What follows belongs to an exercise in optimizing a design on an open flow for small area, a short achievable clock period and few clock cycles; a production flow would make more cautious choices. Where RTL was checked, it was by simulation tests only, not by an equivalence proof against the original. Only the layout flow was run in runs 1 to 5; the RTL was not checked for function there. Power figures rest on the tool's default switching activity, not on a simulated workload.

`flow/design.v`:
```
package hostPkg;
	typedef logic [10:0] memAddrT;
	typedef logic [31:0] hostWordT;
	typedef logic [7:0] regAddrT;
	localparam regAddrT lengthRegIndex = 8'd0;
	localparam regAddrT multiplierRegIndex = 8'd1;
	localparam memAddrT cycleCountAddress = 11'd2047;
	localparam memAddrT maxLength = 11'd2047;
	localparam int fifoLogDepth = 5;
	typedef logic [fifoLogDepth:0] fifoCountT;
	typedef enum logic [1:0] {decodeIdle, decodeFetching, decodeRunning} decodeStateT;
	typedef enum logic [1:0] {writerStreaming, writerReporting, writerFinishing} writerStateT;
endpackage
package gfMathPkg;
	typedef logic [7:0] gfElemT;
	localparam int laneCount = 4;
	typedef logic [laneCount*8-1:0] gfWordT;
	localparam logic [8:0] fieldPoly = 9'h11B;
endpackage
`timescale 1ns/1ps
module gfStreamTop #(
	parameter int slotCount = 4
) (
	input logic clk,
	input logic reset,
	input logic runValue,
	output logic runClear,
	output logic regReq,
	input logic regAck,
	output hostPkg::regAddrT regAddr,
	input logic regReadValid,
	input hostPkg::hostWordT regReadData,
	output logic inReadReq,
	input logic inReadAck,
	output hostPkg::memAddrT inReadAddr,
	input logic inReadValid,
	input hostPkg::hostWordT inReadData,
	output logic outWriteReq,
	input logic outWriteAck,
	output hostPkg::memAddrT outWriteAddr,
	output hostPkg::hostWordT outWriteData
);
	localparam int ptrBits = (slotCount > 1) ? $clog2(slotCount) : 1;
	localparam int creditLimit = slotCount + 1;
	localparam int usedBits = $clog2(creditLimit + 1);
	function automatic logic [7:0] xtime(input logic [7:0] x);
		xtime = {x[6:0], 1'b0} ^ (x[7] ? 8'h1b : 8'h00);
	endfunction
	function automatic logic [ptrBits-1:0] ptrNext(input logic [ptrBits-1:0] p);
		ptrNext = (p == ptrBits'(slotCount - 1)) ? '0 : p + 1'b1;
	endfunction
	logic busy;
	logic regAddrBit;
	logic lengthSeen;
	logic multSeen;
	logic lengthJust;
	logic multJust;
	logic satHigh;
	logic satLow;
	logic [10:0] lastIndex;       
	logic lengthZero;
	logic [7:0] mulPow [0:7];     
	logic [31:0] cycleCount;
	logic multArrive;
	logic lengthNonZero;
	logic multReady;
	assign multArrive = busy && regReadValid && lengthSeen && !multSeen;
	assign lengthNonZero = lengthJust ? (satHigh || satLow || (lastIndex != '0)) : !lengthZero;
	assign multReady = multSeen && !multJust;
	assign regAddr = {7'b0, regAddrBit};
	always_ff @(posedge clk) begin
		satHigh <= |regReadData[31:22];
		satLow <= |regReadData[21:11];
		if (!multSeen) begin
			mulPow[0] <= regReadData[7:0];
		end
		for (int i = 1; i < 8; i++) begin
			logic [7:0] power;
			power = mulPow[0];
			for (int j = 0; j < i; j++) power = xtime(power);
			mulPow[i] <= power;
		end
		if (!lengthSeen) begin
			lastIndex <= regReadData[10:0];
		end else if (lengthJust) begin
			lastIndex <= (satHigh || satLow) ? 11'd2046 : lastIndex - 11'd1;
		end
		if (lengthJust) begin
			lengthZero <= !(satHigh || satLow || (lastIndex != '0));
		end
		cycleCount <= multJust ? 32'd1 : cycleCount + 32'd1;
	end
	logic [31:0] product;
	always_comb begin
		for (int lane = 0; lane < 4; lane++) begin
			logic [7:0] acc;
			acc = '0;
			for (int i = 0; i < 8; i++) begin
				acc = acc ^ (inReadData[lane*8 + i] ? mulPow[i] : 8'h00);
			end
			product[lane*8 +: 8] = acc;
		end
	end
	logic [31:0] slot [0:slotCount-1];
	logic [ptrBits-1:0] writePtr;
	logic [ptrBits-1:0] readPtr;
	logic [ptrBits:0] fill;
	logic bufEmpty;
	logic bufFull;
	assign bufEmpty = (fill == '0);
	assign bufFull = (fill == (ptrBits+1)'(slotCount));
	always_ff @(posedge clk) begin
		for (int k = 0; k < slotCount; k++) begin
			if (!bufFull && writePtr == ptrBits'(k)) begin
				slot[k] <= product;
			end
		end
	end
	logic readAccept;
	logic writeAccept;
	logic writeFree;
	logic readLast;
	logic outIsCount;
	logic outFree;
	logic loadWord;
	logic takeSlot;
	logic pushSlot;
	logic lastWrite;
	logic countWait;      
	logic loadCount;
	logic [31:0] nextWord;
	assign readAccept = inReadReq && inReadAck;
	assign writeAccept = outWriteReq && outWriteAck;
	assign writeFree = writeAccept && !outIsCount;
	assign readLast = (inReadAddr == lastIndex);
	assign outFree = !outWriteReq || writeFree;
	assign loadWord = outFree && (!bufEmpty || inReadValid);
	assign takeSlot = loadWord && !bufEmpty;
	assign pushSlot = inReadValid && !bufEmpty || inReadValid && !outFree;
	assign nextWord = bufEmpty ? product : slot[readPtr];
	assign lastWrite = writeFree && (outWriteAddr == lastIndex);
	assign loadCount = lastWrite || (countWait && multReady && !outWriteReq);
	logic readPhase;
	logic [usedBits-1:0] used;
	always_ff @(posedge clk) begin
		if (reset) begin
			busy <= 1'b0;
			regReq <= 1'b0;
			regAddrBit <= 1'b0;
			lengthSeen <= 1'b0;
			multSeen <= 1'b0;
			lengthJust <= 1'b0;
			multJust <= 1'b0;
			readPhase <= 1'b0;
			inReadReq <= 1'b0;
			inReadAddr <= '0;
			used <= '0;
			writePtr <= '0;
			readPtr <= '0;
			fill <= '0;
			outWriteReq <= 1'b0;
			outIsCount <= 1'b0;
			outWriteAddr <= '1;
			countWait <= 1'b0;
			runClear <= 1'b0;
		end else begin
			runClear <= 1'b0;
			lengthJust <= busy && regReadValid && !lengthSeen;
			multJust <= multArrive;
			if (!busy) begin
				if (runValue && !runClear) begin
					busy <= 1'b1;
					regReq <= 1'b1;
					regAddrBit <= 1'b0;
				end
				lengthSeen <= 1'b0;
				multSeen <= 1'b0;
				inReadAddr <= '0;
				outWriteAddr <= '1;
			end else begin
				if (regReq && regAck) begin
					if (!regAddrBit) regAddrBit <= 1'b1;
					else regReq <= 1'b0;
				end
				if (regReadValid) begin
					lengthSeen <= 1'b1;
					if (lengthSeen) multSeen <= 1'b1;
				end
			end
			used <= used + usedBits'(readAccept) - usedBits'(writeFree);
			if (multArrive) begin
				readPhase <= lengthNonZero;
				inReadReq <= lengthNonZero;
				countWait <= !lengthNonZero;
			end else if (inReadReq && !inReadAck) begin
				inReadReq <= 1'b1;
			end else if (readAccept) begin
				inReadAddr <= inReadAddr + 1'b1;
				if (readLast) begin
					readPhase <= 1'b0;
					inReadReq <= 1'b0;
				end else begin
					inReadReq <= writeFree ? (used <= usedBits'(creditLimit - 1))
					                       : (used <= usedBits'(creditLimit - 2));
				end
			end else begin
				inReadReq <= readPhase && (writeFree || (used <= usedBits'(creditLimit - 1)));
			end
			if (pushSlot) writePtr <= ptrNext(writePtr);
			if (takeSlot) readPtr <= ptrNext(readPtr);
			fill <= fill + (ptrBits+1)'(pushSlot) - (ptrBits+1)'(takeSlot);
			if (loadCount) begin
				countWait <= 1'b0;
				outWriteReq <= 1'b1;
				outIsCount <= 1'b1;
				outWriteAddr <= '1;
			end else if (loadWord) begin
				outWriteReq <= 1'b1;
				outWriteAddr <= outWriteAddr + 1'b1;
			end else if (writeAccept) begin
				outWriteReq <= 1'b0;
				if (outIsCount) begin
					outIsCount <= 1'b0;
					runClear <= 1'b1;
					busy <= 1'b0;
				end
			end
		end
	end
	always_ff @(posedge clk) begin
		if (loadCount) begin
			outWriteData <= cycleCount;
		end else if (loadWord) begin
			outWriteData <= nextWord;
		end
	end
endmodule
```
`flow/run.sh`:
```
#!/bin/bash
# synth_recipe.tcl (not shown) runs the flow's synth.tcl, then flattens the netlist and writes it again
# the make line also repeats each setting of config.mk as NAME=value (left out here)
make -C /OpenROAD-flow-scripts/flow DESIGN_CONFIG=/design/flow/config.mk WORK_HOME=/design/flow/orfs CLKGATE_MAP_FILE= SYNTH_SCRIPT=/design/flow/synth_recipe.tcl finish
```
`flow/config.mk`:
```
export PLATFORM = sky130hd
export DESIGN_NAME = gfStreamTop
export DESIGN_NICKNAME = gfStreamTop
export VERILOG_FILES = /design/flow/design.v
export SDC_FILE = /design/flow/constraint.sdc
export NUM_CORES = 4
export LEC_CHECK = 0
export CAP_MARGIN = 20
export CORE_MARGIN = 2
export CORE_UTILIZATION = 40
export SETUP_SLACK_MARGIN = 2.8
export SLEW_MARGIN = 20
```
`flow/constraint.sdc`:
```
create_clock -name core_clock -period 4.5 [get_ports {clk}]
set_input_delay 0.9000 -clock core_clock [delete_from_list [all_inputs] [get_ports {clk}]]
set_output_delay 0.9000 -clock core_clock [all_outputs]
set_load 0.01 [all_outputs]
```
==> results of run 1 <==
## timing repair
action / in CTS / in global routing
pin swaps: 82 / 38
hold buffers: 0 / 0
buffers inserted: 130 / 36
setup endpoints to repair: 444 / 365
cloned: 11 / 1
resized for setup: 817 / 109
## cells by family (layout without fill, tap and decap cells)
logic type               count (synthesis)  in the layout  synth area share (%)
flip-flops                             285            285                  50.1
AO/OA/AOI/OAI                          205            205                  9.06
other                                    1              9                0.0250
buffers and inverters                  145            405                  3.94
multiplexers                             5              5                 0.359
AND/OR/NAND/NOR                        567            572                  16.8
XOR/XNOR                               305            305                  17.8
adder cells (fa/ha/maj)                 20             20                  1.77
## flip-flops by register name (all words and copies together), names as in the netlist, 2 cells and up
name / cells
slot: 128
inReadAddr: 11
fill: 3
used: 3
lastIndex: 11
readPtr: 2
cycleCount: 32
mulPow: 34
writePtr: 2
outWriteData: 32
outWriteAddr: 11
## final timing paths
kind	cells after the start	from	slack [ns]	to
worst max-delay path	10	fill[1]	2.33	fill[2]
worst min-delay path	2	readPhase	0.49	readPhase
worst max register to register	10	fill[1]	2.33	fill[2]
worst min register to register	2	readPhase	0.49	readPhase
## worst max-delay path: cells and delay by family (launching register included)
kind / cells / cell delay [ns]
XOR/XNOR: 2 / 0.29
AND/OR/NAND/NOR: 2 / 0.45
buffers and inverters: 2 / 0.18
adder cells (fa/ha/maj): 3 / 0.64
flip-flops: 1 / 0.35
AO/OA/AOI/OAI: 1 / 0.15
## per-layer routing
metal	GRT usage, %	part of all wire (%)
met2	37.7	48
met1	31.4	43
met3	3.43	6.6
met5	0	0
met4	7.49	2.9
## power breakdown
part / leakage, uW / internal, uW / total (uW) / switching [uW]
Combinational: 0.00549 / 2720 / 5790 / 3060
Sequential: 0.00262 / 3900 / 4340 / 439
Clock: 0.000507 / 1470 / 2550 / 1080
Total: 0.00862 / 8090 / 12700 / 4590
## cells in the final DEF (no fill, tap or decap), drive strengths merged, types with 18 or more instances in the layout
cell type,instances
a222oi,32
o21ai,57
inv,31
nor2,113
nand2,309
clkbuf,54
a21oi,63
xnor2,231
xor2,74
and2,34
edfxtp,180
buf,268
dfxtp,105
clkdlybuf4s50,35
a2bb2oi,31
ha,18
nand3,28
## area by class of cell
cell class	instances	share of cell area (%)
Tap cell	468	2.67
Multi-Input combinational cell	1114	43.1
Antenna cell	2	0.0228
Clock buffer	45	4.24
Sequential cell	285	35.2
Timing Repair Buffer	315	13.7
Inverter	28	0.548
Clock inverter	17	0.485
## per-stage QoR
stage / total power [uW] / instances
after CTS: 12400 / 2233
after floorplan: 7190 / 1539
after global routing: 13300 / 2274
after global placement: 8510 / 2030
final: 12700 / 2274
after detailed placement: 8610 / 2030
==> run summary, run 1 <==
RSZ-0062 raised after global routing: yes
initial antenna violation count: 2
VDD IR max: 313 uV
DR iter-0 viols: 1029
Seq cells post-synth: 285
root buffer cell: clkbuf_16
fin. max-slew vios: 0
fin util: 59.7%
fill cell count: 2881
synthesized area per cell: 9.77 um2
nets: 1870
crit-path cells: or3_4 -> buf_12 -> o21ai_4 -> ha_4 -> inv_2 -> ha_4 -> fa_2 -> xnor2_2 -> xnor2_1 -> nor2_1
Tightest Hold Check Type: register to register
clock slew seen by the registers of the worst setup and hold paths: 0.06 ns
synthesized area: 15000 um2
Yosys warnings: 3
H-tree Lvls: 2
Slew HR: 35.1%
Worst setup SP type: register
Worst Skew: 0.0265 ns
# rows: 70
ys flop type: edfxtp_1
Leak: 0.00862 uW
clock sink total: 285
min Tclk post-route: 2.17 ns
Longest Clk Path Bufs: 3
die width: 197 um
vias: 12140
drt wl/cell: 20.2 um
post-synthesis sequential area ratio: 50.1%
FF/Latch Area: 7710 um2
IO Pins: 138
crit path DAT: 2.56 ns
DRT antenna net count: 0
period utilisation layout: 48.3%
Skew-Pair Late Insertion Delay: 0.52 ns
Setup CP Type: register to register
Worst Path Required: 4.89 ns
critical path's most frequent cell: ha_4
synthesized instance count: 1533
multi-input logic area: 9450 um2
Post-synth top cells: 306 x nand2_1, 231 x xnor2_1, 180 x edfxtp_1
Place WS: 1.05 ns
Final Worst Setup Slack: 2.33 ns
CP max FO: 3
P&R area growth vs syn: 46.4%
Setup TNS: 0 ns
CTS tree: done
top cells by area, synth: edfxtp_1 36%, dfxtp_1 14%, xnor2_1 14%
cell taking the most area after synthesis: edfxtp_1
Async S/R FF share, synth: 0%
first-pass GRT wire length: 68.9 mm
routed wire length: 45.9 mm
DIE AREA: 39000 um2
Initial Util: 40.8%
# setup viols final: 0
post-route cell area: 21900 um2
largest net degree at the start of global routing: 65
height of the chip: 197 um
pwr dens: 578 nW/um2
DRC Markers: 0
DR vias/cell: 5.34
PortBufs: 130
f_max: 0.460 GHz
Overflow after GRT: 0
Hold Vio Cnt, Final: 0
Max-Cap Viols: 0
Num CTS Buffers: 34
status: no timing/DRC/antenna violations
first-pass iteration count of the detailed router: 6
vias in the first global route: 11870
GP Congestion: 0.902
layout cells sized above 1: 44.6%
most frequent cell after synthesis: nand2_1
WHS: 0.494 ns
Critical Path Max Stage Delay: 0.40 ns
Core Box Area: 36700 um2
Detail Placement HPWL: 26.6 mm
Synth top area share: 36.1%
CP max-delay cell: or3_4
worst slew pin tran: 0.971 ns
CP Capture Type: register
all-layer global routing usage: 23.0%
number of synthesized flops with an enable pin: 180
Netlist cell types: 52
post-placement cell area: 17400 um2
==> run 2: changes to the inputs <==
--- a/flow/config.mk
+++ b/flow/config.mk
@@ -8,5 +8,5 @@
 export CAP_MARGIN = 20
 export CORE_MARGIN = 2
 export CORE_UTILIZATION = 40
-export SETUP_SLACK_MARGIN = 2.8
+export SETUP_SLACK_MARGIN = 2.3
 export SLEW_MARGIN = 20
==> run 2 against run 1 <==
Net effect: non-clock buffer count decreased by 152; wire length decreased by 16%; sequential share of layout area grew 6.6 points; combinational power shrank 24%; worst hold slack lost 0.028 ns; core utilization is 10 points lower; global-route usage shrank 3.5 points; setup slack improved by 0.0088 ns; cell count decreased by 7.1%; sequential power about the same.
==> run summary, run 2 <==
CP Capture Type: primary output
crit-path cells: dlygate4sd2_1
Setup CP Type: register to primary output
Core Box Area: 36700 um2
Most flops, register: slot
all-layer global routing usage: 19.5%
layout cells sized above 1: 11.7%
status: no timing/DRC/antenna violations
die width: 197 um
Seq cells post-synth: 285
DR iter-0 viols: 777
VDD IR max: 330 uV
DR vias/cell: 5.21
CP max-delay cell: dfxtp_4
synthesized area per cell: 9.77 um2
most frequent cell after synthesis: nand2_1
largest net degree at the start of global routing: 65
synthesized area: 15000 um2
# rows: 70
ant diodes: 0
post-synthesis sequential area ratio: 50.1%
cell taking the most area after synthesis: edfxtp_1
vias in the first global route: 10753
buffers and inverters on the worst path: 1
Worst Skew: 0.0149 ns
number of synthesized flops with an enable pin: 180
pwr dens: 614 nW/um2
Yosys warnings: 3
RSZ-0062 raised after global routing: yes
Hold Vio Cnt, Final: 0
Async S/R FF share, synth: 0%
top flop regs: slot x128, mulPow x34
Max-Cap Viols: 0
H-tree Lvls: 1
Num CTS Buffers: 31
root buffer cell: clkbuf_16
drt wl/cell: 18.1 um
Netlist cell types: 52
Worst Path Required: 3.60 ns
most frequent cells in the layout: 305 x nand2_1, 198 x xnor2_1, 180 x edfxtp_1, 108 x nor2_1, 74 x xor2_1
Synth top area share: 36.1%
ys flop type: edfxtp_1
Initial Util: 40.8%
nets: 1711
IO Pins: 138
f_max: 0.462 GHz
min Tclk post-route: 2.16 ns
DRT antenna net count: 0
DRC Markers: 0
clock slew seen by the registers of the worst setup and hold paths: 0.06 ns
first-pass GRT wire length: 59.8 mm
Post-synth top cells: 306 x nand2_1, 231 x xnor2_1, 180 x edfxtp_1
GP Congestion: 0.861
CTS tree: done
CP max FO: 8
Top delay family on crit path: flip-flops
Longest Clk Path Bufs: 3
Worst setup SP type: register
vias: 11007
Slew HR: 41.1%
Place WS: 1.25 ns
# setup viols final: 0
Final Worst Setup Slack: 2.34 ns
Overflow after GRT: 0
PortBufs: 130
first-pass iteration count of the detailed router: 5
initial antenna violation count: 3
P&R area growth vs syn: 21.3%
DIE AREA: 39000 um2
top cells by area, synth: edfxtp_1 36%, dfxtp_1 14%, xnor2_1 14%
routed wire length: 38.3 mm
crit path DAT: 1.26 ns
Tightest Hold Check Type: register to register
max reg flops: 128
synthesized instance count: 1533
Leak: 0.00683 uW
Detail Placement HPWL: 25.3 mm
most common cell after layout, fill and taps aside: nand2_1
Setup TNS: 0 ns
clock sink total: 285
worst slew pin tran: 0.884 ns
height of the chip: 197 um
period utilisation layout: 48.1%
Skew-Pair Late Insertion Delay: 0.58 ns
Critical Path Max Stage Delay: 0.40 ns
fin. max-slew vios: 0
==> run 2: cell counts after synthesis <==
Identical to the previous run, type by type.
==> run 2: cells by family after synthesis <==
kind of cell / Yosys count / synth area share [%]
buffers and inverters: 145 / 3.94
flip-flops: 285 / 50.1
AO/OA/AOI/OAI: 205 / 9.06
adder cells (fa/ha/maj): 20 / 1.77
AND/OR/NAND/NOR: 567 / 16.8
multiplexers: 5 / 0.359
XOR/XNOR: 305 / 17.8
other: 1 / 0.0250
==> run 2: final cells by class <==
class | instances | area (um2)
Fill cell | 3383 | 18500
Sequential cell | 285 | 7580
Multi-Input combinational cell | 1110 | 7360
Timing Repair Buffer | 163 | 1550
Clock buffer | 47 | 876
Tap cell | 468 | 586
Inverter | 28 | 110
Clock inverter | 11 | 98.8
==> run 2: stage by stage <==
step | power, uW | instance area, um2 | hold WS [ns] | instances | util [%]
floorplan | 6930 | 15100 | 0.343 | 1539 | -
global placement | 8300 | 16600 | 0.449 | 2030 | 45.1
detailed placement | 8390 | 16600 | 0.449 | 2030 | 45.1
CTS | 11000 | 17700 | 0.465 | 2096 | 48.4
global route | 11800 | 18200 | 0.497 | 2112 | 49.5
finish | 11200 | 18200 | 0.466 | 2112 | 49.5
==> run 2: repair_timing <==
action	CTS	global route
gates resized for setup	168	72
cloned	3	0
endpoints found under the setup margin	178	101
hold buffers	0	0
buffers inserted	5	16
pin swaps	6	6
==> run 2: final timing paths <==
check                                     end  slack, ns  depth (start not counted)          start
worst max-delay path              outWriteReq       2.34                          1    outWriteReq
worst min-delay path            cycleCount[0]       0.47                          1  cycleCount[0]
worst max register to register        fill[2]       2.35                         10        fill[1]
worst min register to register  cycleCount[0]       0.47                          1  cycleCount[0]
==> run 2: report_power, final <==
group	leakage, uW	switching [uW]	internal [uW]
Sequential	0.00260	448	3880
Combinational	0.00376	2410	1980
Clock	0.000476	1040	1400
Total	0.00683	3900	7260
==> run 2: layer usage <==
| layer | up-vias | wire length [um] | GRT usage [%] |
|---|---|---|---|
| met5 | - | 13 | 0 |
| met4 | 2 | 582 | 4.51 |
| met2 | 288 | 17800 | 32.1 |
| met3 | 42 | 2000 | 2.56 |
| li1 | 5360 | - | - |
| met1 | 5315 | 17900 | 27.4 |
==> run 3: changes to the inputs <==
==> flow/flow/run.sh (new file) <==
#!/bin/bash
# Standard layout with two resizer changes: port buffers are plain buffers
# instead of delay cells, and resizing may change a cell's footprint.
set -o pipefail
bash standard.sh MATCH_CELL_FOOTPRINT=0 \
	"BUFFER_PORTS_ARGS=-buffer_cell sky130_fd_sc_hd__buf_2" \
	finish > flow_make.log 2>&1
==> flow/standard.sh (new file) <==
#!/bin/bash
# synth_recipe.tcl (not shown) runs the flow's synth.tcl, then flattens the netlist and writes it again
# the make line also repeats each setting of config.mk as NAME=value (left out here)
make -C /OpenROAD-flow-scripts/flow DESIGN_CONFIG=/design/flow/config.mk WORK_HOME=/design/flow/orfs CLKGATE_MAP_FILE= SYNTH_SCRIPT=/design/flow/synth_recipe.tcl "${@:-finish}"
--- a/flow/config.mk
+++ b/flow/config.mk
@@ -8,5 +8,5 @@
 export CAP_MARGIN = 20
 export CORE_MARGIN = 2
 export CORE_UTILIZATION = 40
-export SETUP_SLACK_MARGIN = 2.3
+export SETUP_SLACK_MARGIN = 2.6
 export SLEW_MARGIN = 20
removed: flow/run.sh
==> run 3 against run 2 <==
Net effect: clock power about the same; combinational power is 13% higher; register-to-register slack gained 0.02 ns; critical path depth rose by 9; first-iteration DRC count rose by 21%; die area unchanged; sequential power about the same; count of clock-buffer cells in the layout fell by 2; critical endpoint is now fill[2]; largest cell class is now multi-input combinational cells.
==> run summary, run 3 <==
status: no timing/DRC/antenna violations
Worst Path Required: 4.92 ns
crit path DAT: 2.55 ns
Worst setup SP type: register
nets: 1791
clock sink total: 285
vias in the first global route: 11357
root buffer cell: clkbuf_16
CTS Hold Bufs: 0
Most flops, register: slot
placed cells: 2033
max reg flops: 128
Worst R2R Start: fill[1]
number of synthesized flops with an enable pin: 180
post-placement cell area: 16100 um2
Synth top area share: 36.1%
worst slew pin tran: 0.655 ns
DR iter-0 viols: 944
DR vias/cell: 5.32
H-tree Lvls: 1
min Tclk post-route: 2.13 ns
Detail Placement HPWL: 26.1 mm
Setup CP Type: register to register
most frequent cell after synthesis: nand2_1
Max-Cap Viols: 0
drt wl/cell: 19.4 um
DRT antenna net count: 0
post-synthesis sequential area ratio: 50.1%
largest net degree at the start of global routing: 65
FF/Latch Area: 7650 um2
Post-synth top cells: 306 x nand2_1, 231 x xnor2_1, 180 x edfxtp_1
# setup viols final: 0
Netlist cell types: 52
layout cells sized above 1: 31.7%
Leak: 0.00740 uW
fill cell count: 3162
DRC Markers: 0
ys flop type: edfxtp_1
CP Launch Point: fill[1]
pwr dens: 604 nW/um2
hold_sp: cycleCount[0]
CTS tree: done
Layout Cells excl Fill: 2194
synthesized area per cell: 9.77 um2
Worst Skew: 0.0129 ns
initial antenna violation count: 8
most frequent cells in the layout: 267 x nand2_1, 192 x xnor2_1, 180 x edfxtp_1, 101 x buf_2, 77 x buf_4
routed wire length: 42.6 mm
Longest Clk Path Bufs: 3
top cells by area, synth: edfxtp_1 36%, dfxtp_1 14%, xnor2_1 14%
Num CTS Buffers: 30
# rows: 70
die width: 197 um
CP Capture Type: register
Skew-Pair Late Insertion Delay: 0.56 ns
Seq cells post-synth: 285
Core Box Area: 36700 um2
post-route cell area: 19400 um2
vias: 11666
Overflow after GRT: 0
Async S/R FF share, synth: 0%
top flop regs: slot x128, mulPow x34
Setup TNS: 0 ns
Hold Vio Cnt, Final: 0
PortBufs: 130
Tot Pwr: 11700 uW
IO Pins: 138
RSZ-0062 raised after global routing: yes
clock slew seen by the registers of the worst setup and hold paths: 0.06 ns
f_max: 0.469 GHz
fin. max-slew vios: 0
P&R area growth vs syn: 29.9%
cell taking the most area after synthesis: edfxtp_1
Yosys warnings: 3
Tightest Hold Check Type: register to register
Slew HR: 56.3%
first-pass GRT wire length: 64.8 mm
period utilisation layout: 47.4%
height of the chip: 197 um
CP max FO: 2
synthesized instance count: 1533
DIE AREA: 39000 um2
synthesized area: 15000 um2
multi-input logic area: 8110 um2
first-pass iteration count of the detailed router: 8
VDD IR max: 327 uV
all-layer global routing usage: 21.4%
WHS: 0.475 ns
most common cell after layout, fill and taps aside: nand2_1
GP Congestion: 0.837
Initial Util: 40.8%
==> run 3: timing repair <==
action                     in CTS  in global routing
buffers inserted               83                  6
cloned                          9                  4
pin swaps                      13                 10
setup endpoints to repair     262                288
gates resized for setup       197                124
==> run 3: final cells by class <==
type	instances	share of cell area (%)
clock buffer	45	4.46
sequential	285	39.4
clock inverter	11	0.560
tap	468	3.01
multi-input combinational	1114	41.7
inverter	28	0.566
antenna	3	0.0386
timing repair buffer	240	10.3
==> run 3: critical path, stage by stage (launching register included) <==
cell and delay (ns):
dfxtp_4 0.34, or3_4 0.40, buf_12 0.14, o21ai_4 0.14, ha_4 0.14, inv_2 0.03, ha_4 0.14, fa_2 0.34
xnor2_2 0.14, xnor2_1 0.13, nor2_1 0.05
==> run 3: worst paths after layout <==
| path | cells after the start | endpoint | slack (ns) |
|---|---|---|---|
| min | 1 | cycleCount[0] | 0.48 |
| max | 10 | fill[2] | 2.37 |
| max reg2reg | 10 | fill[2] | 2.37 |
| min reg2reg | 1 | cycleCount[0] | 0.48 |
==> run 3: kinds of logic (layout without fill, tap and decap cells) <==
kind of cell             after synthesis  in the layout  synth area share [%]
AND/OR/NAND/NOR                      567            572                  16.8
XOR/XNOR                             305            305                  17.8
flip-flops                           285            285                  50.1
AO/OA/AOI/OAI                        205            205                  9.06
buffers and inverters                145            324                  3.94
adder cells (fa/ha/maj)               20             20                  1.77
multiplexers                           5              5                 0.359
other                                  1             10                0.0250
==> run 3: per-layer routing <==
metal  track usage, %  vias up  routed length, um
li1                 -     5529                  -
met1             29.1     5641              18600
met2             35.4      389              20200
met3             3.40       99               2620
met4             5.88        8               1150
met5                0        -                 41
==> run 3: through the flow <==
step | setup slack (ns) | util, %
6_report | 2.37 | 53.0
5_1_grt | 2.25 | 53.0
4_1_cts | 2.36 | 51.3
3_5_place_dp | 1.61 | 44.0
3_3_place_gp | 1.63 | 44.0
2_1_floorplan | 2.04 | -
==> run 3: report_power, final <==
group | switching, uW | leakage [uW] | total, uW | internal (uW)
Combinational | 2730 | 0.00431 | 4950 | 2220
Clock | 1020 | 0.000478 | 2460 | 1440
Sequential | 449 | 0.00261 | 4340 | 3890
Total | 4200 | 0.00740 | 11700 | 7550
==> run 4: changes to the inputs <==
--- a/flow/design.v
+++ b/flow/design.v
@@ -57,38 +57,51 @@
 	logic multJust;
 	logic satHigh;
 	logic satLow;
-	logic [10:0] lastIndex;       
+	logic [10:0] lastPrior;       
 	logic lengthZero;
+	logic lengthOne;
+	logic [7:0] mulEven [0:3];    
 	logic [7:0] mulPow [0:7];     
 	logic [31:0] cycleCount;
 	logic multArrive;
 	logic lengthNonZero;
 	logic multReady;
 	assign multArrive = busy && regReadValid && lengthSeen && !multSeen;
-	assign lengthNonZero = lengthJust ? (satHigh || satLow || (lastIndex != '0)) : !lengthZero;
+	logic rawSat;
+	assign rawSat = satHigh || satLow;
+	assign lengthNonZero = lengthJust ? (rawSat || (lastPrior != '0)) : !lengthZero;
+	logic lengthIsOne;
+	assign lengthIsOne = lengthJust ? (!rawSat && lastPrior == 11'd1) : lengthOne;
 	assign multReady = multSeen && !multJust;
 	assign regAddr = {7'b0, regAddrBit};
 	always_ff @(posedge clk) begin
 		satHigh <= |regReadData[31:22];
 		satLow <= |regReadData[21:11];
 		if (!multSeen) begin
-			mulPow[0] <= regReadData[7:0];
-		end
-		for (int i = 1; i < 8; i++) begin
+			mulEven[0] <= regReadData[7:0];
+		end
+		for (int i = 1; i < 4; i++) begin
 			logic [7:0] power;
-			power = mulPow[0];
-			for (int j = 0; j < i; j++) power = xtime(power);
-			mulPow[i] <= power;
+			power = mulEven[0];
+			for (int j = 0; j < 2*i; j++) power = xtime(power);
+			mulEven[i] <= power;
 		end
 		if (!lengthSeen) begin
-			lastIndex <= regReadData[10:0];
+			lastPrior <= regReadData[10:0];
 		end else if (lengthJust) begin
-			lastIndex <= (satHigh || satLow) ? 11'd2046 : lastIndex - 11'd1;
+			lastPrior <= rawSat ? 11'd2045 : lastPrior - 11'd2;
 		end
 		if (lengthJust) begin
-			lengthZero <= !(satHigh || satLow || (lastIndex != '0));
+			lengthZero <= !(rawSat || (lastPrior != '0));
+			lengthOne <= !rawSat && lastPrior == 11'd1;
 		end
 		cycleCount <= multJust ? 32'd1 : cycleCount + 32'd1;
+	end
+	always_comb begin
+		for (int i = 0; i < 4; i++) begin
+			mulPow[2*i] = mulEven[i];
+			mulPow[2*i+1] = xtime(mulEven[i]);
+		end
 	end
 	logic [31:0] product;
 	always_comb begin
@@ -107,8 +120,6 @@
 	logic [ptrBits:0] fill;
 	logic bufEmpty;
 	logic bufFull;
-	assign bufEmpty = (fill == '0);
-	assign bufFull = (fill == (ptrBits+1)'(slotCount));
 	always_ff @(posedge clk) begin
 		for (int k = 0; k < slotCount; k++) begin
 			if (!bufFull && writePtr == ptrBits'(k)) begin
@@ -119,7 +130,8 @@
 	logic readAccept;
 	logic writeAccept;
 	logic writeFree;
-	logic readLast;
+	logic readAtLast;     
+	logic outAtLast;      
 	logic outIsCount;
 	logic outFree;
 	logic loadWord;
@@ -132,13 +144,12 @@
 	assign readAccept = inReadReq && inReadAck;
 	assign writeAccept = outWriteReq && outWriteAck;
 	assign writeFree = writeAccept && !outIsCount;
-	assign readLast = (inReadAddr == lastIndex);
 	assign outFree = !outWriteReq || writeFree;
 	assign loadWord = outFree && (!bufEmpty || inReadValid);
 	assign takeSlot = loadWord && !bufEmpty;
 	assign pushSlot = inReadValid && !bufEmpty || inReadValid && !outFree;
 	assign nextWord = bufEmpty ? product : slot[readPtr];
-	assign lastWrite = writeFree && (outWriteAddr == lastIndex);
+	assign lastWrite = writeFree && outAtLast;
 	assign loadCount = lastWrite || (countWait && multReady && !outWriteReq);
 	logic readPhase;
 	logic [usedBits-1:0] used;
@@ -158,6 +169,8 @@
 			writePtr <= '0;
 			readPtr <= '0;
 			fill <= '0;
+			bufEmpty <= 1'b1;
+			bufFull <= 1'b0;
 			outWriteReq <= 1'b0;
 			outIsCount <= 1'b0;
 			outWriteAddr <= '1;
@@ -187,8 +200,11 @@
 					if (lengthSeen) multSeen <= 1'b1;
 				end
 			end
-			used <= used + usedBits'(readAccept) - usedBits'(writeFree);
+			if (readAccept && !writeFree) used <= used + 1'b1;
+			if (writeFree && !readAccept) used <= used - 1'b1;
+			if (readAccept) readAtLast <= (inReadAddr == lastPrior);
 			if (multArrive) begin
+				readAtLast <= lengthIsOne;
 				readPhase <= lengthNonZero;
 				inReadReq <= lengthNonZero;
 				countWait <= !lengthNonZero;
@@ -196,7 +212,7 @@
 				inReadReq <= 1'b1;
 			end else if (readAccept) begin
 				inReadAddr <= inReadAddr + 1'b1;
-				if (readLast) begin
+				if (readAtLast) begin
 					readPhase <= 1'b0;
 					inReadReq <= 1'b0;
 				end else begin
@@ -208,7 +224,16 @@
 			end
 			if (pushSlot) writePtr <= ptrNext(writePtr);
 			if (takeSlot) readPtr <= ptrNext(readPtr);
-			fill <= fill + (ptrBits+1)'(pushSlot) - (ptrBits+1)'(takeSlot);
+			if (pushSlot && !takeSlot) begin
+				fill <= fill + 1'b1;
+				bufEmpty <= 1'b0;
+				bufFull <= (fill == (ptrBits+1)'(slotCount - 1));
+			end
+			if (takeSlot && !pushSlot) begin
+				fill <= fill - 1'b1;
+				bufEmpty <= (fill == (ptrBits+1)'(1));
+				bufFull <= 1'b0;
+			end
 			if (loadCount) begin
 				countWait <= 1'b0;
 				outWriteReq <= 1'b1;
@@ -217,6 +242,7 @@
 			end else if (loadWord) begin
 				outWriteReq <= 1'b1;
 				outWriteAddr <= outWriteAddr + 1'b1;
+				outAtLast <= (outWriteAddr == lastPrior);
 			end else if (writeAccept) begin
 				outWriteReq <= 1'b0;
 				if (outIsCount) begin
--- a/flow/config.mk
+++ b/flow/config.mk
@@ -8,5 +8,5 @@
 export CAP_MARGIN = 20
 export CORE_MARGIN = 2
 export CORE_UTILIZATION = 40
-export SETUP_SLACK_MARGIN = 2.6
+export SETUP_SLACK_MARGIN = 2.5
 export SLEW_MARGIN = 20
==> run 4 against run 3 <==
Net effect: still clean on timing, DRC and antenna; non-clock buffer count is 11 higher; maximum frequency is 0.31% lower; cell count increased by 3.8%; global-route usage is 0.066 points lower; sequential share of layout area up 0.70 points; die area grew 0.87%; wire length rose by 0.53%; largest cell class unchanged.
==> run summary, run 4 <==
fin. max-slew vios: 0
# setup viols final: 0
Num CTS Buffers: 31
synthesized instance count: 1561
Layout Cells excl Fill: 2277
H-tree Lvls: 1
RSZ-0062 raised after global routing: yes
Critical Path End: outWriteData[3]
post-synthesis sequential area ratio: 49.4%
routed wire length: 42.8 mm
Max-Cap Viols: 0
clock sink total: 282
Setup TNS: 0 ns
post-placement cell area: 16100 um2
DR vias/cell: 5.26
worst reg2reg path depth: 6
DR iter-0 viols: 1144
Seq cells post-synth: 282
post-route cell area: 19000 um2
wire length on met2: 19.7 mm
Place WS: 1.52 ns
fill cell count: 3371
multi-input logic area: 7850 um2
root buffer cell: clkbuf_16
all-layer global routing usage: 21.3%
PortBufs: 130
synthesized area: 15100 um2
P&R area growth vs syn: 25.8%
Setup CP Type: register to primary output
VDD IR max: 317 uV
most frequent cell after synthesis: nand2_1
Top delay family on crit path: flip-flops
met3 wire length: 2.92 mm
Worst R2R Start: lastPrior[3]
status: no timing/DRC/antenna violations
max reg flops: 128
CP Capture Type: primary output
DRC Markers: 0
min Tclk post-route: 2.14 ns
layout cells sized above 1: 26.2%
height of the chip: 198 um
ys flop type: edfxtp_1
setup slack, reg-to-reg: 2.39 ns
# rows: 71
f_max: 0.468 GHz
Synth top area share: 36.2%
CP max-delay cell: edfxtp_1
vias: 11987
buffers and inverters on the worst path: 1
Final Worst Setup Slack: 2.36 ns
period utilisation layout: 47.5%
crit-path cells: buf_2
crit path DAT: 1.24 ns
Tightest Hold Check Type: register to register
Yosys warnings: 4
Longest Clk Path Bufs: 3
hold_sp: cycleCount[0]
Most flops, register: slot
Async S/R FF share, synth: 0%
CTS tree: done
Critical Path Max Stage Delay: 0.48 ns
initial antenna violation count: 0
Core Box Area: 37400 um2
clock slew seen by the registers of the worst setup and hold paths: 0.07 ns
first-pass GRT wire length: 64.8 mm
FF/Latch Area: 7610 um2
Netlist cell types: 58
Worst Path Required: 3.60 ns
drt wl/cell: 18.8 um
Worst setup SP type: register
top flop regs: slot x128, cycleCount x32, outWriteData x32
Worst Skew: 0.0155 ns
WHS: 0.434 ns
most common cell after layout, fill and taps aside: nand2_1
Detail Placement HPWL: 27.3 mm
R2R Path End: inReadReq
pwr dens: 549 nW/um2
Post-synth top cells: 362 x nand2_1, 226 x xnor2_1, 182 x edfxtp_1
Stages on worst setup path: 1
CP max FO: 1
DIE AREA: 39300 um2
top cells by area, synth: edfxtp_1 36%, dfxtp_1 13%, xnor2_1 13%
nets: 1832
vias in the first global route: 11142
Leak: 0.00732 uW
CP Launch Point: outWriteData[3]
Skew-Pair Late Insertion Delay: 0.57 ns
number of synthesized flops with an enable pin: 182
IO Pins: 138
Hold Vio Cnt, Final: 0
most frequent cells in the layout: 354 x nand2_1, 182 x edfxtp_1, 180 x xnor2_1, 119 x buf_2, 104 x buf_4
GP Congestion: 0.880
largest net degree at the start of global routing: 42
worst slew pin tran: 0.722 ns
placed cells: 2105
Top Layer Used: met4
Initial Util: 40.4%
Slew HR: 51.8%
DRT antenna net count: 0
wl on met1: 19.3 mm
synthesized area per cell: 9.68 um2
cell taking the most area after synthesis: edfxtp_1
Overflow after GRT: 0
die width: 198 um
first-pass iteration count of the detailed router: 7
run 4: changes by cell type in the layout (fill, tap and decap cells not counted), moves of 18 or more:
cell / change
o21ai_0: -30
nor2_4: -34
buf_6: -19
nand2_1: +87
o211ai_1: +21
buf_4: +27
and2_1: -28
buf_2: +18
nor2_1: +29
a21oi_2: -25
nand2_2: -26
run 4: area by class of cell:
type,instances,area share (%)
timing repair inverter,1,0.0395
timing repair buffer,251,9.27
clock inverter,10,0.573
antenna,1,0.0132
inverter,28,0.593
clock buffer,48,4.79
tap,511,3.37
multi-input combinational,1145,41.3
sequential,282,40.1
run 4: how the worst min path moves through the flow:
| stage | endpoint | slack, ns | cells after the start |
|---|---|---|---|
| 3_5_place_dp | cycleCount[0] | 0.44 | 1 |
| 6_report | cycleCount[0] | 0.43 | 1 |
| 3_3_place_gp | cycleCount[0] | 0.43 | 1 |
| 4_1_cts | cycleCount[0] | 0.46 | 1 |
| 2_1_floorplan | mulEven[1][0] | 0.37 | 0 |
| 5_1_grt | cycleCount[0] | 0.47 | 1 |
run 4: cells by family after synthesis:
logic type | synth area share, %
muxes | 1.07
DFF | 49.4
AOI/OAI and AO/OA | 8.67
buffers and inverters | 3.79
xor gates and xnor gates | 17.9
and+or+nand+nor | 17.4
other | 0.0248
adders and majority gates | 1.71
run 4: routing by layer:
layer  up-vias  track usage [%]
met3        68             3.30
li1       5665                -
met1      5803             30.5
met5         -                0
met2       451             33.9
met4         0             4.87
run 4: metrics by stage:
stage	utilization (%)	total power [uW]
floorplan	-	6160
finish	50.8	10400
CTS	48.7	10100
detailed placement	43.1	7220
global placement	43.1	7140
global route	50.8	10900
run 4: timing repair:
item / in CTS / in global routing
resized for setup: 140 / 87
hold buffers: 0 / 0
pin swaps: 17 / 46
setup buffers: 54 / 57
setup endpoints to repair: 267 / 133
cloned: 2 / 0
run 4: power breakdown:
part	switching (uW)	internal, uW
Combinational	2160	1630
Clock	1020	1500
Sequential	404	3710
==> run 5: changes to the inputs <==
--- a/flow/design.v
+++ b/flow/design.v
@@ -57,6 +57,8 @@
 	logic multJust;
 	logic satHigh;
 	logic satLow;
+	logic rawNonZero;
+	logic rawOne;
 	logic [10:0] lastPrior;       
 	logic lengthZero;
 	logic lengthOne;
@@ -69,14 +71,16 @@
 	assign multArrive = busy && regReadValid && lengthSeen && !multSeen;
 	logic rawSat;
 	assign rawSat = satHigh || satLow;
-	assign lengthNonZero = lengthJust ? (rawSat || (lastPrior != '0)) : !lengthZero;
+	assign lengthNonZero = lengthJust ? (rawSat || rawNonZero) : !lengthZero;
 	logic lengthIsOne;
-	assign lengthIsOne = lengthJust ? (!rawSat && lastPrior == 11'd1) : lengthOne;
+	assign lengthIsOne = lengthJust ? (!rawSat && rawOne) : lengthOne;
 	assign multReady = multSeen && !multJust;
 	assign regAddr = {7'b0, regAddrBit};
 	always_ff @(posedge clk) begin
 		satHigh <= |regReadData[31:22];
 		satLow <= |regReadData[21:11];
+		rawNonZero <= |regReadData[10:0];
+		rawOne <= (regReadData[10:0] == 11'd1);
 		if (!multSeen) begin
 			mulEven[0] <= regReadData[7:0];
 		end
@@ -92,8 +96,8 @@
 			lastPrior <= rawSat ? 11'd2045 : lastPrior - 11'd2;
 		end
 		if (lengthJust) begin
-			lengthZero <= !(rawSat || (lastPrior != '0));
-			lengthOne <= !rawSat && lastPrior == 11'd1;
+			lengthZero <= !(rawSat || rawNonZero);
+			lengthOne <= !rawSat && rawOne;
 		end
 		cycleCount <= multJust ? 32'd1 : cycleCount + 32'd1;
 	end
==> flow/config.mk (replaced) <==
export PLATFORM = sky130hd
export DESIGN_NAME = gfStreamTop
export DESIGN_NICKNAME = gfStreamTop
export VERILOG_FILES = /design/flow/design.v
export SDC_FILE = /design/flow/constraint.sdc
export NUM_CORES = 4
export LEC_CHECK = 0
export CAP_MARGIN = 0
export CORE_MARGIN = 2
export CORE_UTILIZATION = 60
export SETUP_SLACK_MARGIN = 2.2
export SLEW_MARGIN = 0
==> run 5 against run 4 <==
Net effect: cell area down 8.6%; core utilization is 19 points higher; sequential cell count grew 2; critical path type is now register to register.
==> run summary, run 5 <==
most frequent cell after synthesis: nand2_1
CP max FO: 5
most common cell after layout, fill and taps aside: nand2_1
ys flop type: edfxtp_1
Worst setup SP type: register
PortBufs: 130
Yosys warnings: 4
ant diodes: 0
Final Worst Setup Slack: 2.24 ns
height of the chip: 163 um
layout cells sized above 1: 15.2%
fill cell count: 1959
all-layer global routing usage: 29.1%
Post-synth top cells: 362 x nand2_1, 225 x xnor2_1, 182 x edfxtp_1
pwr dens: 572 nW/um2
Place WS: 1.66 ns
Most flops, register: slot
Worst Skew: 0.0259 ns
cell taking the most area after synthesis: edfxtp_1
clock slew seen by the registers of the worst setup and hold paths: 0.06 ns
min Tclk post-route: 2.26 ns
Max-Cap Viols: 0
DR iter-0 viols: 1122
largest net degree at the start of global routing: 41
Hold Vio Cnt, Final: 0
first-pass iteration count of the detailed router: 7
Core Box Area: 25000 um2
worst slew pin tran: 0.919 ns
Overflow after GRT: 0
DRC Markers: 0
Tot Pwr: 9930 uW
Tightest Hold Check Type: register to register
most frequent cells in the layout: 359 x nand2_1, 217 x xnor2_1, 182 x edfxtp_1, 130 x buf_2, 121 x nor2_1
number of synthesized flops with an enable pin: 182
Leak: 0.00662 uW
Detail Placement HPWL: 26.4 mm
nets: 1744
RSZ-0062 raised after global routing: yes
DRT antenna net count: 0
P&R area growth vs syn: 13.9%
IO Pins: 138
Netlist cell types: 54
status: no timing/DRC/antenna violations
Worst Path Required: 4.91 ns
clock sink total: 284
Async S/R FF share, synth: 0%
post-route cell area: 17400 um2
die width: 163 um
synthesized area: 15300 um2
Setup TNS: 0 ns
Initial Util: 60.9%
Synth top area share: 35.8%
GP Congestion: 0.935
vias: 11627
root buffer cell: clkbuf_16
drt wl/cell: 19.6 um
Skew-Pair Late Insertion Delay: 0.57 ns
top flop regs: slot x128, cycleCount x32, outWriteData x32
# rows: 58
CP Capture Type: register
routed wire length: 39.3 mm
Longest Clk Path Bufs: 3
vias in the first global route: 10790
f_max: 0.443 GHz
synthesized instance count: 1575
period utilisation layout: 50.2%
post-synthesis sequential area ratio: 49.2%
WHS: 0.488 ns
Setup CP Type: register to register
synthesized area per cell: 9.69 um2
post-placement cell area: 16000 um2
first-pass GRT wire length: 60.3 mm
max reg flops: 128
Num CTS Buffers: 31
initial antenna violation count: 0
Slew HR: 38.3%
DR vias/cell: 5.79
# setup viols final: 0
VDD IR max: 386 uV
CTS tree: done
crit path DAT: 2.67 ns
top cells by area, synth: edfxtp_1 36%, dfxtp_1 13%, xnor2_1 13%
H-tree Lvls: 1
DIE AREA: 26700 um2
fin. max-slew vios: 0
Seq cells post-synth: 284
CTS Hold Bufs: 0
==> run 5: cell count changes after synthesis, sizes merged, moves of 4 or more <==
cell / before / now
nand3: 23 / 29
buf: 16 / 33
a21oi: 47 / 36
nor3: 16 / 10
nor2: 106 / 124
or3: 9 / 5
xor2: 82 / 87
clkbuf: 97 / 82
o21ai: 30 / 21
==> run 5: final cells by class <==
class	count	area, um2	share of cell area, %
sequential	284	7530	43.3
multi-input combinational	1156	7380	42.5
clock buffer	40	860	4.95
timing repair buffer	153	848	4.88
tap	330	413	2.38
clock inverter	18	241	1.39
inverter	26	101	0.583
==> run 5: cells by family (layout without fill, tap and decap cells) <==
family	Yosys count	count (layout)	share of synthesized area [%]
adders and majority gates	20	20	1.69
and+or+nand+nor	634	634	18.1
other	1	7	0.0246
xor gates and xnor gates	312	312	18.1
buffers and inverters	141	237	3.95
muxes	20	20	1.34
AOI/OAI and AO/OA	163	163	7.64
DFF	284	284	49.2
==> run 5: final timing paths <==
| path | startpoint | to | slack (ns) | cells after the start |
|---|---|---|---|---|
| setup reg to reg | mulEven[0][0] | outWriteData[16] | 2.24 | 6 |
| setup / recovery | mulEven[0][0] | outWriteData[16] | 2.24 | 6 |
| hold reg to reg | countWait | countWait | 0.49 | 2 |
| hold / removal | countWait | countWait | 0.49 | 2 |
==> run 5: metal layers <==
| layer | up-vias | share of wire, % | global-route usage (%) |
|---|---|---|---|
| met5 | - | 0 | 0 |
| li1 | 5492 | - | - |
| met2 | 478 | 46 | 46.1 |
| met4 | 0 | 2.3 | 7.66 |
| met3 | 70 | 7.7 | 4.11 |
| met1 | 5587 | 44 | 42.3 |
==> run 5: repair_timing <==
| action | CTS | global route |
|---|---|---|
| pin swaps | 0 | 1 |
| setup buffers | 5 | 7 |
| resized for setup | 15 | 19 |
| setup endpoints to repair | 93 | 84 |
==> run 5: per-stage QoR <==
| step | util (%) | instances |
|---|---|---|
| 2_1_floorplan | - | 1581 |
| 3_3_place_gp | 63.9 | 1937 |
| 3_5_place_dp | 63.9 | 1937 |
| 4_1_cts | 68.6 | 2000 |
| 5_1_grt | 69.4 | 2007 |
| 6_report | 69.4 | 2007 |
==> run 5: critical path: stages (launching register included) <==
cell	delay [ns]
edfxtp_1	0.62
nand2_1	0.12
xnor2_1	0.19
xnor2_1	0.11
xnor2_1	0.74
nand2_1	0.12
a31oi_1	0.20
==> run 5: where the power goes <==
group	internal [uW]	total, uW	switching (uW)
Combinational	1220	3120	1900
Sequential	3700	4120	415
Clock	1640	2700	1060
Total	6560	9930	3380
==> run 6: changes to the inputs <==
--- a/flow/design.v
+++ b/flow/design.v
@@ -40,9 +40,9 @@
 	output hostPkg::memAddrT outWriteAddr,
 	output hostPkg::hostWordT outWriteData
 );
-	localparam int ptrBits = (slotCount > 1) ? $clog2(slotCount) : 1;
+	localparam int ptrBits = (slotCount > 8) ? 4 : (slotCount > 4) ? 3 : (slotCount > 2) ? 2 : 1;
 	localparam int creditLimit = slotCount + 1;
-	localparam int usedBits = $clog2(creditLimit + 1);
+	localparam int usedBits = (creditLimit > 15) ? 5 : (creditLimit > 7) ? 4 : (creditLimit > 3) ? 3 : 2;
 	function automatic logic [7:0] xtime(input logic [7:0] x);
 		xtime = {x[6:0], 1'b0} ^ (x[7] ? 8'h1b : 8'h00);
 	endfunction
--- a/flow/config.mk
+++ b/flow/config.mk
@@ -8,5 +8,6 @@
 export CAP_MARGIN = 0
 export CORE_MARGIN = 2
 export CORE_UTILIZATION = 60
-export SETUP_SLACK_MARGIN = 2.2
+export CTS_BUF_LIST = sky130_fd_sc_hd__clkbuf_4 sky130_fd_sc_hd__clkbuf_8
+export SETUP_SLACK_MARGIN = 2.5
 export SLEW_MARGIN = 0
==> run 6 against run 5 <==
Net effect: synthesized area is the same; power up 1.8%; cell count increased by 4.1%; maximum frequency increased by 7.3%; wire length up 5.2%; clock skew is 0.0015 ns higher; largest power group unchanged; cell area grew 6.7%; global-route usage up 0.85 points.
==> run summary, run 6 <==
status: no timing/DRC/antenna violations
Post-synth top cells: 362 x nand2_1, 225 x xnor2_1, 182 x edfxtp_1
Max-Cap Viols: 0
DIE AREA: 26700 um2
clock sink total: 284
CP max-delay cell: edfxtp_1
drt wl/cell: 19.8 um
clock slew seen by the registers of the worst setup and hold paths: 0.06 ns
first-pass iteration count of the detailed router: 7
Skew-Pair Late Insertion Delay: 0.57 ns
IO Pins: 138
first-pass GRT wire length: 61.8 mm
ant diodes: 0
DR iter-0 viols: 1320
RSZ-0062 raised after global routing: yes
synthesized area: 15300 um2
top flop regs: slot x128, cycleCount x32, outWriteData x32
most common cell after layout, fill and taps aside: nand2_1
DR vias/cell: 5.82
Detail Placement HPWL: 26.3 mm
Sw Ratio: 34.8%
Clk pwr share: 23.9%
worst slew pin tran: 0.692 ns
synthesized instance count: 1575
Gate power share: 35.5%
Worst Path Required: 3.60 ns
Top delay family on crit path: flip-flops
Stages on worst setup path: 1
Initial Util: 60.9%
PortBufs: 130
period utilisation layout: 46.7%
DRC Markers: 0
Most flops, register: slot
Longest Clk Path Bufs: 3
sequential power share: 40.6%
f_max: 0.476 GHz
die width: 163 um
CP Capture Type: primary output
VDD IR max: 338 uV
Core Box Area: 25000 um2
all-layer global routing usage: 30.0%
hold_sp: inReadAddr[4]
nets: 1814
Overflow after GRT: 0
Worst setup SP type: register
P_int: 6590 uW
# rows: 58
vias in the first global route: 11171
number of synthesized flops with an enable pin: 182
Num CTS Buffers: 46
ys flop type: edfxtp_1
crit-path cells: buf_2
routed wire length: 41.4 mm
GP Congestion: 0.906
crit path DAT: 1.20 ns
most frequent cell after synthesis: nand2_1
cell taking the most area after synthesis: edfxtp_1
min Tclk post-route: 2.10 ns
largest net degree at the start of global routing: 45
Slew HR: 53.9%
switching power: 3510 uW
Leak: 0.00725 uW
CP max FO: 1
vias: 12174
Hold Vio Cnt, Final: 0
CP Launch Point: outWriteData[27]
top cells by area, synth: edfxtp_1 36%, dfxtp_1 13%, xnor2_1 13%
H-tree Lvls: 2
Netlist cell types: 54
Yosys warnings: 4
Setup TNS: 0 ns
post-synthesis sequential area ratio: 49.2%
hold path depth: 1
height of the chip: 163 um
buffers and inverters on the worst path: 1
max reg flops: 128
pwr dens: 545 nW/um2
synthesized area per cell: 9.69 um2
Synth top area share: 35.8%
Setup CP Type: register to primary output
CTS tree: done
worst reg2reg path depth: 8
DRT antenna net count: 0
most frequent cells in the layout: 348 x nand2_1, 182 x edfxtp_1, 176 x xnor2_1, 124 x buf_2, 121 x nor2_1
WHS: 0.483 ns
CTS Hold Bufs: 0
P&R area growth vs syn: 21.5%
Worst R2R Start: mulEven[0][7]
initial antenna violation count: 2
# setup viols final: 0
layout cells sized above 1: 25.2%
Critical Path Max Stage Delay: 0.46 ns
Tightest Hold Check Type: register to register
Seq cells post-synth: 284
fin. max-slew vios: 0
Worst Skew: 0.0274 ns
root buffer cell: clkbuf_8
Async S/R FF share, synth: 0%
run 6: cell counts after synthesis:
Identical to the previous run, type by type.
run 6: stage by stage:
stage	total power (uW)	setup WS [ns]	instances	cell area, um2	utilization (%)
final	10100	2.40	2090	18500	74.0
after global routing	10600	2.37	2090	18500	74.0
after CTS	9800	2.38	2047	17800	71.1
after detailed placement	7140	1.59	1935	16000	63.9
after global placement	7060	1.65	1935	16000	63.9
after floorplan	6160	2.20	1581	15500	-
run 6: cells by family (layout without fill, tap and decap cells):
kind of cell	count (synthesis)	count (layout)	share of synthesized area, %
DFF	284	284	49.2
adders and majority gates	20	20	1.69
other	1	7	0.0246
xor gates and xnor gates	312	312	18.1
AOI/OAI and AO/OA	163	163	7.64
muxes	20	20	1.34
and+or+nand+nor	634	634	18.1
buffers and inverters	141	320	3.95
run 6: cell type report:
class                      count  area (um2)
multi-input combinational   1156        7900
sequential                   284        7620
fill                        1803        6500
timing repair buffer         208        1470
clock buffer                  71         915
tap                          330         413
inverter                      26         105
clock inverter                15         104
run 6: worst paths after layout:
check                endpoint  slack, ns
max          outWriteData[27]       2.40
min             inReadAddr[4]       0.48
max reg2reg   outWriteData[3]       2.50
min reg2reg     inReadAddr[4]       0.48
run 6: metal layers:
layer / vias to the layer above / routed length (um) / GRT usage [%]
met3: 82 / 3670 / 4.24
met2: 593 / 19300 / 48.1
met4: 0 / 934 / 8.09
met5: - / 0 / 0
met1: 5864 / 17400 / 42.9
li1: 5635 / - / -
run 6: power by group through the flow:
stage	sequential [uW]	clock, uW	combinational, uW
3_5_place_dp	4160	0	2970
4_1_cts	4110	2440	3250
6_report	4100	2410	3590
2_1_floorplan	4030	0	2130
3_3_place_gp	4150	0	2900
5_1_grt	4150	2560	3870
run 6: repair_timing:
action	in CTS	in global routing
hold endpoints to repair	0	0
resized for setup	113	71
setup endpoints to repair	245	172
pin swaps	7	30
setup buffers	26	43
Testbench counts of run 6, summed over its fixed seeds: cycles 52,628.
==> run 7: changes to the inputs <==
--- a/flow/config.mk
+++ b/flow/config.mk
@@ -9,5 +9,5 @@
 export CORE_MARGIN = 2
 export CORE_UTILIZATION = 60
 export CTS_BUF_LIST = sky130_fd_sc_hd__clkbuf_4 sky130_fd_sc_hd__clkbuf_8
-export SETUP_SLACK_MARGIN = 2.5
+export SETUP_SLACK_MARGIN = 2.7
 export SLEW_MARGIN = 0
==> run 7 against run 6 <==
Net effect: still clean on timing, DRC and antenna; setup slack lost 0.075 ns; sequential share of layout area shrank 5.1 points; sequential cell count is the same; synthesized cell count is the same; synthesized area is the same; count of clock-buffer cells in the layout shrank 1; global-route usage grew 3.8 points; critical path depth grew 9; register-to-register slack lost 0.18 ns; first-iteration DRC count grew 38%; wire length grew 21%; maximum frequency shrank 3.4%; critical endpoint is now outWriteData[24]; largest power group is now combinational cells.
==> run summary, run 7 <==
number of synthesized flops with an enable pin: 182
first-pass GRT wire length: 68.8 mm
Async S/R FF share, synth: 0%
# setup viols final: 0
first-pass iteration count of the detailed router: 6
Post-synth top cells: 362 x nand2_1, 225 x xnor2_1, 182 x edfxtp_1
IO Pins: 138
routed wire length: 50.1 mm
CP Launch Point: mulEven[0][7]
most common cell after layout, fill and taps aside: nand2_1
placed cells: 1934
DRT antenna net count: 0
f_max: 0.459 GHz
fin. max-slew vios: 0
Seq cells post-synth: 284
Hold Vio Cnt, Final: 0
Layout Cells excl Fill: 2210
vias: 13384
status: no timing/DRC/antenna violations
max reg flops: 128
Worst R2R Start: mulEven[0][7]
synthesized area: 15300 um2
pwr dens: 527 nW/um2
worst slew pin tran: 0.759 ns
CTS tree: done
Worst setup SP type: register
WHS: 0.460 ns
RSZ-0062 raised after global routing: yes
Num CTS Buffers: 47
vias in the first global route: 12371
Top delay family on crit path: XOR/XNOR gates
# rows: 58
hold_sp: cycleCount[0]
Max-Cap Viols: 0
Leak: 0.00855 uW
buffers and inverters on the worst path: 4
Setup TNS: 0 ns
Longest Clk Path Bufs: 3
DR iter-0 viols: 1816
top flop regs: slot x128, cycleCount x32, outWriteData x32
Most flops, register: slot
CP Capture Type: register
Core Box Area: 25000 um2
CP max-delay cell: edfxtp_1
most frequent cells in the layout: 246 x nand2_1, 182 x edfxtp_1, 118 x xnor2_1, 116 x buf_4, 109 x nor2_1
Tightest Hold Check Type: register to register
GP Congestion: 0.857
min Tclk post-route: 2.18 ns
Setup CP Type: register to register
PortBufs: 130
most frequent cell after synthesis: nand2_1
Synth top area share: 35.8%
root buffer cell: clkbuf_8
fin util: 85.1%
DRC Markers: 0
Initial Util: 60.9%
crit-path cells: buf_12 -> buf_4 -> buf_6 -> buf_6 -> nand2_2 -> xor2_1 -> xnor2_1 -> xnor2_2 -> nand2_1 -> a31oi_1
all-layer global routing usage: 33.8%
initial antenna violation count: 1
largest net degree at the start of global routing: 38
drt wl/cell: 22.7 um
Overflow after GRT: 0
synthesized instance count: 1575
Worst Skew: 0.0220 ns
nets: 1933
Detail Placement HPWL: 26.2 mm
CP max FO: 5
DIE AREA: 26700 um2
layout cells sized above 1: 41.9%
period utilisation layout: 48.4%
CTS Hold Bufs: 0
cell taking the most area after synthesis: edfxtp_1
clock sink total: 284
Critical Path Max Stage Delay: 0.43 ns
synthesized area per cell: 9.69 um2
height of the chip: 163 um
clock slew seen by the registers of the worst setup and hold paths: 0.06 ns
VDD IR max: 369 uV
H-tree Lvls: 2
ys flop type: edfxtp_1
crit path DAT: 2.56 ns
top cells by area, synth: edfxtp_1 36%, dfxtp_1 13%, xnor2_1 13%
Worst Path Required: 4.89 ns
Yosys warnings: 4
Skew-Pair Late Insertion Delay: 0.57 ns
DR vias/cell: 6.06
Netlist cell types: 54
die width: 163 um
Slew HR: 49.4%
post-synthesis sequential area ratio: 49.2%
P&R area growth vs syn: 39.7%
critical path's most frequent cell: buf_6
run 7: final cells by class:
class,instances,area [um2]
tap,330,413
timing repair buffer,321,2930
antenna,1,2.50
multi-input combinational,1161,9200
clock buffer,70,857
clock inverter,17,109
fill,1296,3730
inverter,26,114
sequential,284,7690
run 7: per-stage QoR:
stage	total power (uW)	setup WS (ns)	cell area [um2]
CTS	10400	2.39	19700
global route	11700	2.28	21300
finish	11200	2.32	21300
floorplan	6290	2.20	16200
detailed placement	7240	1.74	16500
global placement	7160	1.79	16500
run 7: timing repair:
action | 4_1_cts | 5_1_grt
endpoints found under the setup margin | 356 | 256
pin swaps | 76 | 102
gates cloned | 3 | 9
buffers inserted | 121 | 55
gates resized for setup | 230 | 205
run 7: metal layers:
metal  vias to the layer above  part of all wire, %  GRT usage, %
met5                         -                    0             0
met4                         0                  5.4          14.0
met3                       212                  9.7          6.48
met2                       851                   48          54.8
met1                      6423                   37          44.9
li1                       5898                    -             -
run 7: cell families after synthesis:
logic type      Yosys count  synth area share, %
xor+xnor                312                 18.1
flops                   284                 49.2
buf+inv                 141                 3.95
simple gates            634                 18.1
fa+ha+maj                20                 1.69
compound gates          163                 7.64
other cells               1               0.0246
mux                      20                 1.34
run 7: worst paths after layout:
check	to	slack, ns	cells past startpoint
min	cycleCount[0]	0.46	1
max reg2reg	outWriteData[24]	2.32	10
max	outWriteData[24]	2.32	10
min reg2reg	cycleCount[0]	0.46	1
run 7: worst reg2reg max path, stage by stage (launching register included):
cell and delay [ns]:
edfxtp_1 0.43, buf_12 0.17, buf_4 0.13, buf_6 0.11, buf_6 0.12, nand2_2 0.07, xor2_1 0.19, xnor2_1 0.14
xnor2_2 0.32, nand2_1 0.10, a31oi_1 0.23
run 7: power breakdown:
group	total (uW)	switching [uW]	leakage (uW)	internal, uW
registers	4120	405	0.00261	3720
clock network	2330	1050	0.000514	1280
logic	4780	2530	0.00543	2250
total	11200	3990	0.00855	7250
==> run 8: changes to the inputs <==
==> flow/config.mk (replaced) <==
export PLATFORM = sky130hd
export DESIGN_NAME = gfStreamTop
export DESIGN_NICKNAME = gfStreamTop
export VERILOG_FILES = /design/flow/design.v
export SDC_FILE = /design/flow/constraint.sdc
export NUM_CORES = 4
export LEC_CHECK = 0
export ABC_CLOCK_PERIOD_IN_PS = 1800
export CAP_MARGIN = 0
export CORE_MARGIN = 2
export CORE_UTILIZATION = 60
export SETUP_SLACK_MARGIN = 2.5
export SLEW_MARGIN = 0
==> run 8 against run 7 <==
Net effect: via count down 8.5%; non-clock buffer count down 85; power down 8.9%; cell area down 12%; sequential power about the same; sequential share of layout area up 4.6 points; still clean on timing, DRC and antenna; clock power up 6%; sequential cell count unchanged.
==> run summary, run 8 <==
status: no timing/DRC/antenna violations
Skew-Pair Late Insertion Delay: 0.57 ns
worst slew pin tran: 0.717 ns
DRT antenna net count: 0
fill cell count: 1751
Detail Placement HPWL: 26.3 mm
ys flop type: edfxtp_1
H-tree Lvls: 1
f_max: 0.471 GHz
number of synthesized flops with an enable pin: 182
Overflow after GRT: 0
worst reg2reg path depth: 8
Stages on worst setup path: 1
PortBufs: 130
largest net degree at the start of global routing: 46
DR vias/cell: 5.86
Async S/R FF share, synth: 0%
clock slew seen by the registers of the worst setup and hold paths: 0.06 ns
Seq cells post-synth: 284
routed wire length: 42.3 mm
most frequent cell after synthesis: nand2_1
Gate power share: 35.9%
hold path depth: 1
CP max-delay cell: edfxtp_1
switching power: 3510 uW
nets: 1827
sequential power share: 40.0%
Setup CP Type: register to primary output
min Tclk post-route: 2.12 ns
Most flops, register: slot
cell taking the most area after synthesis: edfxtp_1
IO Pins: 138
Critical Path Max Stage Delay: 0.47 ns
Yosys warnings: 4
CTS tree: done
pwr dens: 546 nW/um2
Max-Cap Viols: 0
buffers and inverters on the worst path: 1
fin. max-slew vios: 0
# rows: 58
CP max FO: 1
Worst Path Required: 3.60 ns
most frequent cells in the layout: 348 x nand2_1, 183 x xnor2_1, 182 x edfxtp_1, 125 x buf_2, 121 x nor2_1
Core Box Area: 25000 um2
Netlist cell types: 54
max reg flops: 128
RSZ-0062 raised after global routing: yes
Worst Skew: 0.0212 ns
VDD IR max: 375 uV
Setup TNS: 0 ns
Worst setup SP type: register
Num CTS Buffers: 30
vias: 12250
top flop regs: slot x128, cycleCount x32, outWriteData x32
DIE AREA: 26700 um2
P_int: 6730 uW
Longest Clk Path Bufs: 3
Hold Vio Cnt, Final: 0
synthesized area: 15300 um2
first-pass iteration count of the detailed router: 7
Sw Ratio: 34.3%
post-synthesis sequential area ratio: 49.2%
ant diodes: 0
Tot Pwr: 10200 uW
first-pass GRT wire length: 61.8 mm
root buffer cell: clkbuf_16
DRC Markers: 0
Leak: 0.00735 uW
Slew HR: 52.2%
synthesized area per cell: 9.69 um2
CP Capture Type: primary output
WHS: 0.482 ns
initial antenna violation count: 1
die width: 163 um
Top delay family on crit path: flip-flops
Post-synth top cells: 362 x nand2_1, 225 x xnor2_1, 182 x edfxtp_1
GP Congestion: 0.906
# setup viols final: 0
drt wl/cell: 20.2 um
Tightest Hold Check Type: register to register
most common cell after layout, fill and taps aside: nand2_1
synthesized instance count: 1575
Initial Util: 60.9%
Clk pwr share: 24.1%
period utilisation layout: 47.1%
crit path DAT: 1.22 ns
crit-path cells: buf_2
top cells by area, synth: edfxtp_1 36%, dfxtp_1 13%, xnor2_1 13%
P&R area growth vs syn: 22.8%
all-layer global routing usage: 30.0%
clock sink total: 284
vias in the first global route: 11144
DR iter-0 viols: 1400
layout cells sized above 1: 24.2%
height of the chip: 163 um
Synth top area share: 35.8%
[run 8: cells by family after synthesis]
group                    after synthesis  share of synthesized area, %
AO/OA/AOI/OAI                        163                          7.64
other                                  1                        0.0246
multiplexers                          20                          1.34
adder cells (fa/ha/maj)               20                          1.69
XOR/XNOR                             312                          18.1
flip-flops                           284                          49.2
buffers and inverters                141                          3.95
AND/OR/NAND/NOR                      634                          18.1
[run 8: worst paths after layout]
path                                        from                to  slack (ns)
worst max-delay path            outWriteData[27]  outWriteData[27]        2.38
worst min-delay path               inReadAddr[4]     inReadAddr[4]        0.48
worst max register to register     mulEven[0][7]   outWriteData[3]        2.46
worst min register to register     inReadAddr[4]     inReadAddr[4]        0.48
[run 8: layer usage]
layer	track usage, %	wire (um)
met1	42.7	17400
met2	48.9	19800
met3	4.42	4000
met4	6.90	1060
met5	0	0
[run 8: timing repair]
item	4_1_cts	5_1_grt
setup buffers	31	64
setup endpoints to repair	245	133
hold endpoints to repair	0	0
pin swaps	8	36
resized for setup	124	52
gates cloned	1	2
hold buffers	0	0
[run 8: cell type report]
type / instances / area [um2] / share of cell area (%)
Inverter: 26 / 101 / 0.541
Clock inverter: 17 / 161 / 0.861
Clock buffer: 39 / 847 / 4.52
Timing Repair Buffer: 236 / 1730 / 9.23
Multi-Input combinational cell: 1157 / 7860 / 41.9
Sequential cell: 284 / 7630 / 40.7
Tap cell: 330 / 413 / 2.20
[run 8: through the flow]
stage,utilization [%],instance area [um2],cells,worst slack [ns]
after floorplan,-,15500,1581,2.20
after global placement,63.9,16000,1935,1.65
after detailed placement,63.9,16000,1935,1.59
after CTS,71.4,17900,2023,2.38
after global routing,74.8,18700,2089,2.36
final,74.8,18700,2089,2.38
[run 8: power groups by stage]
stage / combinational, uW / sequential [uW] / clock (uW)
floorplan: 2130 / 4030 / 0
global placement: 2900 / 4150 / 0
detailed placement: 2970 / 4160 / 0
CTS: 3290 / 4100 / 2490
global route: 3950 / 4140 / 2600
finish: 3670 / 4100 / 2470

[re-timing with driven ports]
The flow's constraints put no driver on any port. The routed layouts listed below were extracted and timed again, unchanged, in two steps. Step 1 (the two cells are an assumption about what drives the block):
set clk [get_ports {clk}]
set_driving_cell -lib_cell sky130_fd_sc_hd__clkbuf_16 $clk
set_driving_cell -lib_cell sky130_fd_sc_hd__buf_2 [delete_from_list [all_inputs] $clk]
Step 2 times the ports against the registers' clock, not the clock port: input delays grow and output delays shrink by t, the midpoint of the rising clock arrivals with the driver on. Slacks: ideal ports / drivers / drivers and shift; pairs: ideal ports / drivers.
| run | t (ns) | setup slack, ns | slew at the worst register clock pin (ns) |
|---|---|---|---|
| run 1 | 0.557 | 2.326 / 2.326 / 1.842 | 0.06 / 0.06 |
| run 2 | 0.626 | 2.335 / 2.281 / 1.738 | 0.06 / 0.06 |
| run 3 | 0.607 | 2.369 / 2.369 / 1.842 | 0.06 / 0.06 |
| run 4 | 0.611 | 2.362 / 2.308 / 1.946 | 0.07 / 0.07 |
| run 5 | 0.608 | 2.243 / 2.243 / 1.764 | 0.06 / 0.06 |
| run 6 | 0.603 | 2.398 / 2.350 / 1.965 | 0.07 / 0.07 |
| run 7 | 0.601 | 2.323 / 2.323 / 1.866 | 0.07 / 0.07 |
| run 8 | 0.616 | 2.379 / 2.324 / 1.963 | 0.06 / 0.06 |
After both steps every run listed still meets setup and hold. For run 2, which loses most, drivers alone change the setup slack by -0.054 ns; drivers and shift together by -0.597 ns.
